From an optimization exercise on the open Yosys and OpenROAD flow, aimed at small area, a short achievable clock period and few clock cycles per item; shortcuts taken in it are not production practice. RTL that was checked went through simulation tests only; none was proved equivalent to the original. Power is estimated from default activity; no workload was simulated.

== the previous run ==
// window_conv_engine
module window_conv_engine #(
   parameter int PIXEL_WIDTH = 8,
   parameter int WINDOW      = 3,
   parameter int COEF_WIDTH  = 8,
   parameter int SHIFT       = 0,
   parameter int OUT_WIDTH   = 8,
   localparam int NTAPS      = WINDOW * WINDOW,
   localparam int AW         = (NTAPS > 1) ? $clog2(NTAPS) : 1
) (
   input  logic                                           clk,
   input  logic                                           rst_n,
   input  logic                                           win_valid,
   input  logic [WINDOW-1:0][WINDOW-1:0][PIXEL_WIDTH-1:0] window,
   output logic                                           win_ready,
   input  logic                                           coef_we,
   input  logic [AW-1:0]                                  coef_addr,
   input  logic [COEF_WIDTH-1:0]                          coef_data,
   output logic                                           out_valid,
   output logic [OUT_WIDTH-1:0]                           out_pixel,
   input  logic                                           out_ready
);
   localparam int CAP = 6;    
   logic [8:0][7:0] coef_q;
   always_ff @(posedge clk) begin
      for (int t = 0; t < 9; t++) begin
         if (!rst_n)
            coef_q[t] <= '0;
         else if (coef_we && coef_addr == 4'(t))
  ...
Size: about 430 flip-flops, about 99 I/O pins, roughly 26,000 µm² of cells after synthesis.
Settings: LEC_CHECK=0, ABC_AREA=0, ABC_CLOCK_PERIOD_IN_PS=2500, CAP_MARGIN=20, CORE_MARGIN=2, CORE_UTILIZATION=55, SETUP_SLACK_MARGIN=3.2, SLEW_MARGIN=20, SYNTH_HIERARCHICAL=1, SYNTH_MINIMUM_KEEP_SIZE=0; clock period 5.5 ns.
standard.sh (not shown) runs the stock make flow with config.mk's settings and CLKGATE_MAP_FILE= SYNTH_SCRIPT=/design/flow/synth_recipe.tcl, a recipe that flattens the netlist after the stock synthesis.
==> flow/flow/run.sh <==
#!/bin/bash
# Layout flow: the standard synthesis and layout (standard.sh), unchanged except that the
# port buffers that global placement inserts on every input and output are buf_4 cells
# instead of the delay-type buffer ORFS picks by default.
set -euo pipefail
bash standard.sh synth > synth.log 2>&1
BUFFER_PORTS_ARGS="-buffer_cell sky130_fd_sc_hd__buf_4" bash standard.sh finish > layout.log 2>&1
The previous run finished all stages; the layout is clean.
## Diff of input files: the current run against the previous run
--- a/flow/design.v
+++ b/flow/design.v
@@ -51,17 +51,17 @@
    output logic                                           win_ready,
    input  logic                                           coef_we,
    input  logic [AW-1:0]                                  coef_addr,
    input  logic [COEF_WIDTH-1:0]                          coef_data,
    output logic                                           out_valid,
    output logic [OUT_WIDTH-1:0]                           out_pixel,
    input  logic                                           out_ready
 );
-   localparam int CAP = 6;    
+   localparam int CAP = 5;    
    logic [8:0][7:0] coef_q;
    always_ff @(posedge clk) begin
       for (int t = 0; t < 9; t++) begin
          if (!rst_n)
             coef_q[t] <= '0;
          else if (coef_we && coef_addr == 4'(t))
             coef_q[t] <= coef_data;
       end
@@ -90,32 +90,32 @@
             for (int j = 0; j < 8; j++)
                wx[t][k][j] = win_p[t][j] ^ coef_q[t][2*k+1];
    end
    logic acc, deq;
    logic win_ready_q;
    logic out_valid_q;
    logic [7:0] out_pixel_q;
    logic [2:0] occ_q, occ_d;
-   logic [4:1] vld_q;
+   logic [3:1] vld_q;
    assign win_ready = win_ready_q;
    assign out_valid = out_valid_q;
    assign out_pixel = out_pixel_q;
    assign acc = win_valid & win_ready_q;
    assign deq = out_valid_q & out_ready;
    assign occ_d = occ_q + acc - deq;
    always_ff @(posedge clk or negedge rst_n) begin
       if (!rst_n) begin
          occ_q       <= '0;
-         win_ready_q <= 1'b1;
+         win_ready_q <= 1'b0;    
          vld_q       <= '0;
       end else begin
          occ_q       <= occ_d;
          win_ready_q <= (occ_d < CAP);
-         vld_q       <= {vld_q[3:1], acc};
+         vld_q       <= {vld_q[2:1], acc};
       end
    end
    logic q_0_0_0;
    logic q_0_0_1;
    logic q_0_0_2;
    logic q_0_0_3;
    logic q_0_0_4;
    logic q_0_0_5;
@@ -2163,50 +2163,43 @@
       st3[33] <= s741;
       st3[34] <= c742;
       st3[35] <= st2[66];
    end
    assign row_a = {1'b1, st3[34], st3[32], st3[30], st3[28], st3[26], st3[24], st3[22], st3[20], st3[18], st3[16], st3[14], st3[12], st3[10], st3[8], st3[6], st3[4], st3[3], st3[2], st3[0]};
    assign row_b = {1'b0, st3[35], st3[33], st3[31], st3[29], st3[27], st3[25], st3[23], st3[21], st3[19], st3[17], st3[15], st3[13], st3[11], st3[9], st3[7], st3[5], 1'b0, 1'b0, st3[1]};
    assign sum = row_a + row_b;
    logic [7:0] res;
-   logic       neg_q, big_q;
-   logic [7:0] low_q;
-   always_ff @(posedge clk) begin
-      neg_q <= sum[19];
-      big_q <= |sum[18:8];
-      low_q <= sum[7:0];
-   end
-   assign res = neg_q ? 8'd0 : big_q ? 8'hff : low_q;
-   logic [4:0][7:0] qbuf;
-   logic [4:0] wp_q, rp_q;
+   assign res = sum[19] ? 8'd0 : (|sum[18:8]) ? 8'hff : sum[7:0];
+   logic [3:0][7:0] qbuf;
+   logic [3:0] wp_q, rp_q;
    logic [2:0] bcnt_q;
    logic push, pop, head_load, from_buf, to_buf;
    logic [7:0] qhead;
-   assign push      = vld_q[4];
+   assign push      = vld_q[3];
    assign pop       = out_valid_q & out_ready;
    assign head_load = !out_valid_q | pop;
    assign from_buf  = head_load & (bcnt_q != 0);
    assign to_buf    = push & !(head_load & (bcnt_q == 0));
    always_comb begin
       qhead = '0;
-      for (int i = 0; i < 5; i++)
+      for (int i = 0; i < 4; i++)
          if (rp_q[i]) qhead = qhead | qbuf[i];
    end
    always_ff @(posedge clk or negedge rst_n) begin
       if (!rst_n) begin
          out_valid_q <= 1'b0;
-         wp_q        <= 5'd1;
-         rp_q        <= 5'd1;
+         wp_q        <= 4'd1;
+         rp_q        <= 4'd1;
          bcnt_q      <= '0;
       end else begin
          if (head_load) out_valid_q <= (bcnt_q != 0) | push;
-         if (from_buf)  rp_q <= {rp_q[3:0], rp_q[4]};
-         if (to_buf)    wp_q <= {wp_q[3:0], wp_q[4]};
+         if (from_buf)  rp_q <= {rp_q[2:0], rp_q[3]};
+         if (to_buf)    wp_q <= {wp_q[2:0], wp_q[3]};
          bcnt_q <= bcnt_q + to_buf - from_buf;
       end
    end
    always_ff @(posedge clk) begin
       if (head_load) out_pixel_q <= (bcnt_q != 0) ? qhead : res;
-      for (int i = 0; i < 5; i++)
+      for (int i = 0; i < 4; i++)
          if (to_buf && wp_q[i]) qbuf[i] <= res;
    end
 endmodule
- Looking at path type of the worst setup path, the reg -> reg result is from the current run; the in -> reg one comes from the previous run.
- The previous run completed; timing, DRC and antenna clean
- Both conditions hold for the current run: the flow ran to the end and the final layout passed the timing, DRC and antenna checks.
- On number of placed I/O pins, the previous run and the current run are basically level.
- Changes observed in the current run relative to the previous run: number of iterations in the first detailed-routing pass decreased 1, clock buffer count in the final layout now smaller, design area moved up, power saw an increase.
Function was not checked in any run of this note: the RTL went through the layout flow alone.

---

Another version of the RTL of window_conv_engine (not shown whole).
Size: ~430 flip-flops, ~99 I/O pins.
export LEC_CHECK = 0
export ABC_AREA = 0
export ABC_CLOCK_PERIOD_IN_PS = 2500
export CAP_MARGIN = 20
export CORE_MARGIN = 2
export CORE_UTILIZATION = 55
export SETUP_SLACK_MARGIN = 3.2
export SLEW_MARGIN = 20
export SYNTH_HIERARCHICAL = 1
export SYNTH_MINIMUM_KEEP_SIZE = 0
create_clock -name core_clock -period 5.5 [get_ports {clk}]
Scripts as last shown in full above: flow/flow/run.sh
Testbench counts at the start, summed over its fixed seeds: cycles 8,328, items 8,000.
Change:
--- a/flow/design.v
+++ b/flow/design.v
@@ -56,18 +56,16 @@
    output logic [OUT_WIDTH-1:0]                           out_pixel,
    input  logic                                           out_ready
 );
    localparam int CAP = 6;    
    logic [8:0][7:0] coef_q;
    always_ff @(posedge clk) begin
       for (int t = 0; t < 9; t++) begin
-         if (!rst_n)
-            coef_q[t] <= '0;
-         else if (coef_we && coef_addr == 4'(t))
-            coef_q[t] <= coef_data;
+         if (!rst_n || (coef_we && coef_addr == 4'(t)))
+            coef_q[t] <= coef_data & {8{rst_n}};
       end
    end
    logic [35:0] e_one, e_two, e_neg, e_pos;
    always_comb begin
       for (int t = 0; t < 9; t++) begin
          for (int k = 0; k < 4; k++) begin
             logic b2, b1, b0;
Result:
- The changed run went through all stages and came out clean
- total power goes up by 110%
- worst setup slack gets worse by 180 ps
- global-route usage grows by 0.59 points
- cell count goes down by 3.3%
- first-iteration DRC count grows by 0.91%
- cell area is higher by 5.0%
- wire length hardly moves
- core utilization came out higher by 4.9 points
- sequential power grows by about 50%
Testbench counts after the change, summed over its fixed seeds: cycles 8,328, items 8,000.

## separate check: timing with driven ports
How much do the figures lean on ideal ports? The routed layouts below were timed once more, with nothing changed but the port constraints.
Step 1 (the two cells are an assumption about what drives the block):
set clk [get_ports {clk}]
set_driving_cell -lib_cell sky130_fd_sc_hd__clkbuf_16 $clk
set_driving_cell -lib_cell sky130_fd_sc_hd__buf_2 [delete_from_list [all_inputs] $clk]
Step 2 moves the port delays by t, midway between the first and last clock arrival at a register: inputs arrive t later, outputs are due t later. That takes back most of the time a late clock gives input paths.
Three values: no drivers, after step 1, after step 2; two values: the first two.
run	shift t [ns]	setup WS [ns]	worst setup path at the end	cell pins on the clock port's net
the previous run	0.653	3.172 / 3.119 / 2.546	input to register	1
the current run	0.653	2.675 / 2.675 / 2.507	input to register	1
the first run of note 2	0.659	3.209 / 3.195 / 2.578	input to register	1
the second run of note 2	0.657	3.029 / 3.029 / 2.568	input to register	1
After both steps setup and hold are still met in every run listed. The setup slack of the first run of note 2, which loses most, moves by -0.014 ns with the drivers and by -0.631 ns with both steps.
